This design comes from an exercise in tuning for small area on the open sky130 flow, not from production work. Where RTL was checked, it was by simulation tests only, not by an equivalence proof against the original. The flow treats the clock pin as an ideal source, which a real chip does not have. Power is estimated from default activity; no workload was simulated.

Design keccak_nonce_scanner, start of the top module:
module keccak_nonce_scanner #(
    parameter int CORE_LATENCY = 50,
    parameter int NONCE_WIDTH  = 32,
    parameter int FIFO_DEPTH   = 4
) (
    input  logic                     clk,
    input  logic                     reset,
    input  logic                     work_load,
    input  logic [511-NONCE_WIDTH:0] work_header,
    input  logic [NONCE_WIDTH-1:0]   start_nonce,
    input  logic [NONCE_WIDTH-1:0]   end_nonce,
    input  logic [63:0]              target,
    output logic [511:0]             core_data,
    input  logic [511:0]             core_hash,
    output logic                     busy,
    output logic                     done,
    output logic                     found_valid,
    input  logic                     found_ready,
    output logic [NONCE_WIDTH-1:0]   found_nonce,
    output logic [15:0]              drop_count
);
    localparam int PTR_W = $clog2(FIFO_DEPTH);
    localparam int D_CMP = CORE_LATENCY + 1;
    localparam int D_MAX = CORE_LATENCY + 2;
    localparam int D_W   = $clog2(D_MAX + 1);
    logic [511-NONCE_WIDTH:0] header;
    logic [NONCE_WIDTH-1:0]   end_r;
    logic [NONCE_WIDTH-1:0]   nonce;       
    logic                     first;       
    logic [63:0]              target_r;
    logic [D_W-1:0]           dcnt;        
  ...
For scale: about 1500 cells after synthesis, about 800 flip-flops, ~1700 I/O pins, roughly 0.028 mm^2 of cells after synthesis.
clock: 6.0 ns
lec_check: 0
cap_margin: 20
core_area: 5 5 515 515
die_area: 0 0 520 520
place_density_lb_addon: 0.15
slew_margin: 20
standard.sh (not shown) runs the stock make flow with config.mk's settings and CLKGATE_MAP_FILE= SYNTH_SCRIPT=/design/flow/synth_recipe.tcl, a recipe that flattens the netlist after the stock synthesis.
==> flow/flow/run.sh <==
#!/bin/bash
# Standard ORFS layout, with these changes:
#  - port buffers are buf_1 instead of the flow's default pick;
#  - CTS uses clkbuf_8 with set sink clusters and no dummy loads;
#  - after CTS, flow/cts_post.tcl shrinks clock buffers that have slew to spare.
set -euo pipefail
bash standard.sh \
  "BUFFER_PORTS_ARGS=-buffer_cell sky130_fd_sc_hd__buf_1" \
  "CTS_ARGS=-sink_clustering_enable -repair_clock_nets -dont_use_dummy_load -buf_list sky130_fd_sc_hd__clkbuf_8 -sink_clustering_size 10 -sink_clustering_max_diameter 80" \
  "POST_CTS_TCL=$PWD/flow/cts_post.tcl" \
  finish > make_finish.log 2>&1
==> flow/flow/cts_post.tcl <==
# Run after CTS (POST_CTS_TCL): shrink each clock buffer to the smallest
# clkbuf that keeps every flip-flop clock-pin slew under 100 ps and leaves no
# max-slew or max-capacitance violation. Cells keep their place, and a smaller
# cell never overlaps a neighbour, so the placement stays legal.
set_propagated_clock [all_clocks]
estimate_parasitics -placement

proc clk_worst_slew {} {
  set worst 0
  foreach pin [get_pins -hierarchical */CLK] {
    foreach e {rise fall} {
      foreach an {min max} {
        set s [get_property $pin slew_${an}_$e]
        if {$s > $worst} { set worst $s }
      }
    }
  }
  return $worst
}

proc downsize_clock_buffers {limit sizes} {
  set changed 0
  foreach inst [[ord::get_db_block] getInsts] {
    set m [[$inst getMaster] getName]
    if {![regexp {^sky130_fd_sc_hd__clkbuf_(\d+)$} $m -> sz]} continue
    set name [$inst getName]
    foreach try $sizes {
      if {$try >= $sz} continue
      replace_cell [get_cells $name] sky130_fd_sc_hd__clkbuf_$try
      estimate_parasitics -placement
      if {[clk_worst_slew] > $limit
          || [sta::max_slew_violation_count] > 0
          || [sta::max_capacitance_violation_count] > 0} {
        replace_cell [get_cells $name] $m
        estimate_parasitics -placement
      } else {
        incr changed
        break
      }
    }
  }
  return $changed
}

puts "cts_post: worst clock-pin slew before [clk_worst_slew]"
set n [downsize_clock_buffers 0.100 {2 4}]
puts "cts_post: downsized $n clock buffers; worst clock-pin slew after [clk_worst_slew]"
check_placement -verbose
Next try:
==> flow/flow/run.sh (replaced) <==
#!/bin/bash
# Standard ORFS layout, with these changes:
#  - port buffers are buf_1 instead of the flow's default pick;
#  - CTS uses clkbuf_8 with set sink clusters and no dummy loads.
set -euo pipefail
bash standard.sh \
  "BUFFER_PORTS_ARGS=-buffer_cell sky130_fd_sc_hd__buf_1" \
  "CTS_ARGS=-sink_clustering_enable -repair_clock_nets -dont_use_dummy_load -buf_list sky130_fd_sc_hd__clkbuf_8 -sink_clustering_size 10 -sink_clustering_max_diameter 80" \
  finish > make_finish.log 2>&1
removed: flow/flow/cts_post.tcl
What happened: The changed run passed the timing, design-rule and antenna checks; global-route usage is about the same; power is lower slightly; routed wire length is lower slightly; register-to-register slack improves by 0.09 ns.
Next try:
==> flow/flow/run.sh (replaced) <==
#!/bin/bash
# Standard ORFS layout, with these changes:
#  - port buffers are buf_1 instead of the flow's default pick;
#  - CTS uses clkbuf_8 with set sink clusters and no dummy loads;
#  - after CTS, flow/cts_post.tcl shrinks clock buffers that have slew to spare.
set -euo pipefail
bash standard.sh \
  "BUFFER_PORTS_ARGS=-buffer_cell sky130_fd_sc_hd__buf_1" \
  "CTS_ARGS=-sink_clustering_enable -repair_clock_nets -dont_use_dummy_load -buf_list sky130_fd_sc_hd__clkbuf_8 -sink_clustering_size 10 -sink_clustering_max_diameter 80" \
  "POST_CTS_TCL=$PWD/flow/cts_post.tcl" \
  finish > make_finish.log 2>&1
==> flow/flow/cts_post.tcl (new file) <==
# Run after CTS (POST_CTS_TCL): shrink each leaf clock buffer to the smallest
# clkbuf that keeps every flip-flop clock-pin slew under 100 ps, leaves no
# max-slew or max-capacitance violation and keeps the worst hold slack at
# 0.25 ns or its value before (whichever is lower). Cells keep their place, and a smaller
# cell never overlaps a neighbour, so the placement stays legal.
set_propagated_clock [all_clocks]
estimate_parasitics -placement

proc clk_worst_slew {} {
  set worst 0
  foreach pin [get_pins -hierarchical */CLK] {
    foreach e {rise fall} {
      foreach an {min max} {
        set s [get_property $pin slew_${an}_$e]
        if {$s > $worst} { set worst $s }
      }
    }
  }
  return $worst
}

proc downsize_clock_buffers {limit sizes} {
  set changed 0
  foreach inst [[ord::get_db_block] getInsts] {
    set m [[$inst getMaster] getName]
    if {![regexp {^sky130_fd_sc_hd__clkbuf_(\d+)$} $m -> sz]} continue
    set name [$inst getName]
    if {![string match "clkbuf_leaf_*" $name]} continue
    foreach try $sizes {
      if {$try >= $sz} continue
      replace_cell [get_cells $name] sky130_fd_sc_hd__clkbuf_$try
      estimate_parasitics -placement
      if {[clk_worst_slew] > $limit
          || [sta::max_slew_violation_count] > 0
          || [sta::max_capacitance_violation_count] > 0
          || [sta::worst_slack -min] < $::hold_floor} {
        replace_cell [get_cells $name] $m
        estimate_parasitics -placement
      } else {
        incr changed
        break
      }
    }
  }
  return $changed
}

set ::hold_floor [expr {min(0.25, [sta::worst_slack -min])}]
puts "cts_post: worst clock-pin slew before [clk_worst_slew], hold slack [sta::worst_slack -min]"
set n [downsize_clock_buffers 0.100 {2 4}]
puts "cts_post: downsized $n clock buffers; worst clock-pin slew after [clk_worst_slew], hold slack [sta::worst_slack -min]"
check_placement -verbose
=> Sequential power stays flat. Clock skew went up by 0.0072 ns. Cell area went down by 0.45%. Utilization hardly moves. Non-clock buffer count stays the same. Count of clock-buffer cells in the layout does not change. Setup slack is about the same. Clock power went down by 6.7%. Global-route usage stays flat. Via count is about the same.
Next try:
==> flow/flow/run.sh (replaced) <==
#!/bin/bash
# Standard ORFS layout, with these changes:
#  - port buffers are buf_1 instead of the flow's default pick;
#  - flow/io.tcl groups the pins so that each register's input and output
#    ports sit side by side (work_header[k] next to core_data[k+32], ...);
#  - CTS uses clkbuf_8 with set sink clusters and no dummy loads;
#  - after CTS, flow/cts_post.tcl shrinks leaf clock buffers that have slew
#    and hold slack to spare.
set -euo pipefail
bash standard.sh \
  "IO_CONSTRAINTS=$PWD/flow/io.tcl" \
  "BUFFER_PORTS_ARGS=-buffer_cell sky130_fd_sc_hd__buf_1" \
  "CTS_ARGS=-sink_clustering_enable -repair_clock_nets -dont_use_dummy_load -buf_list sky130_fd_sc_hd__clkbuf_8 -sink_clustering_size 8 -sink_clustering_max_diameter 80" \
  "POST_CTS_TCL=$PWD/flow/cts_post.tcl" \
  finish > make_finish.log 2>&1
==> flow/flow/io.tcl (new file) <==
# Pin groups: each group's pins sit side by side in the order given, so each
# register lands next to the ports it connects to.
for {set j 0} {$j < 480} {incr j 8} {
  set g {}
  for {set k $j} {$k < $j + 8} {incr k} {
    lappend g "work_header\[$k\]" "core_data\[[expr {$k + 32}]\]"
  }
  set_io_pin_constraint -group -order -pin_names $g
}
for {set j 0} {$j < 32} {incr j 4} {
  set g {}
  for {set k $j} {$k < $j + 4} {incr k} {
    lappend g "start_nonce\[$k\]" "core_data\[$k\]" "end_nonce\[$k\]"
  }
  set_io_pin_constraint -group -order -pin_names $g
}
for {set j 0} {$j < 64} {incr j 8} {
  set g {}
  for {set k $j} {$k < $j + 8} {incr k} {
    lappend g "core_hash\[$k\]" "target\[$k\]"
  }
  set_io_pin_constraint -group -order -pin_names $g
}
for {set j 0} {$j < 32} {incr j 8} {
  set g {}
  for {set k $j} {$k < $j + 8} {incr k} { lappend g "found_nonce\[$k\]" }
  set_io_pin_constraint -group -order -pin_names $g
}
Settings changed: PLACE_DENSITY from default to 0.95, PLACE_DENSITY_LB_ADDON 0.15 to default.
Effect: Worst setup slack degrades by 0.040 ns; non-clock buffer count goes up by 9; maximum frequency goes down by 1.1%; final area goes down by about 1.5%; register-to-register slack degrades by 0.10 ns; synthesized area is unchanged; sequential cell count stays the same; worst hold slack degrades by 0.032 ns; synthesized cell count is unchanged; total power goes down by 13%; core utilization goes down by 0.22 points.

---

Another version of the RTL of keccak_nonce_scanner (not shown whole).
For scale: roughly 1500 cells after synthesis, roughly 28000 um^2 of cells after synthesis.
Settings: LEC_CHECK=0, CAP_MARGIN=20, CORE_AREA=5 5 515 515, DIE_AREA=0 0 520 520, PLACE_DENSITY=0.85, SLEW_MARGIN=20; clock period 6.0 ns.
==> flow/flow/run.sh <==
#!/bin/bash
# Standard ORFS layout, with these changes:
#  - port buffers are buf_1 instead of the flow's default pick;
#  - CTS uses clkbuf_8 with set sink clusters and no dummy loads;
#  - after CTS, flow/cts_post.tcl shrinks clock buffers that have slew to spare.
set -euo pipefail
bash standard.sh \
  "BUFFER_PORTS_ARGS=-buffer_cell sky130_fd_sc_hd__buf_1" \
  "CTS_ARGS=-sink_clustering_enable -repair_clock_nets -dont_use_dummy_load -buf_list sky130_fd_sc_hd__clkbuf_8 -sink_clustering_size 10 -sink_clustering_max_diameter 80" \
  "POST_CTS_TCL=$PWD/flow/cts_post.tcl" \
  finish > make_finish.log 2>&1
Other scripts of this flow, unchanged in this note and not shown: flow/flow/cts_post.tcl
==> next run, changes <==
PLACE_DENSITY = unset   (was 0.85)
PLACE_DENSITY_LB_ADDON = 0.15   (was unset)
Non-clock buffer count rose by 1.
Power rose by 4.3%.
Via count fell by 2.7%.
Sequential power is about the same.
Clock-buffer cell count rose by 8.
No functional check of the RTL was part of any run of this note.

-- afterwards: timing with drivers on the ports --
Ports are ideal in the flow. The routed layouts listed here were re-timed in OpenROAD.
Step 1 assumes that a clkbuf_16 drives the clock port and a buf_2 every other input.
Step 2, shift: input delay + t, output delay - t, t = (earliest + latest rising clock arrival at the registers) / 2. This alone moves slack from input paths to output paths.
Slacks: ideal ports / drivers / drivers and shift; pairs: ideal ports / drivers.
run	t, ns	slack for setup (ns)	worst hold slack (ns)	clock arrival spread, ns	cell pins on the clock port's net
the first run of note 1	1.437	1.540 / 1.448 / 1.655	0.194 / 0.143 / 0.223	0.410 / 0.410	1
the second run of note 1	0.926	2.273 / 2.170 / 1.812	0.458 / 0.409 / 0.458	0.122 / 0.122	1
the third run of note 1	0.922	2.273 / 2.170 / 1.830	0.453 / 0.388 / 0.453	0.151 / 0.150	1
the fourth run of note 1	0.861	2.233 / 2.167 / 1.671	0.420 / 0.420 / 0.420	0.083 / 0.083	1
the first run of note 2	0.831	0.169 / 0.169 / 0.169	0.475 / 0.475 / 0.475	0.092 / 0.093	1
the second run of note 2	0.925	0.210 / 0.210 / 0.210	0.411 / 0.405 / 0.411	0.135 / 0.135	1
In the first run of note 1 the clock reaches the registers at very different times; t lies between them, and the last value is a rough guide only. For the fourth run of note 1, which loses most, drivers alone change the setup slack by -0.066 ns; drivers and shift together by -0.562 ns.
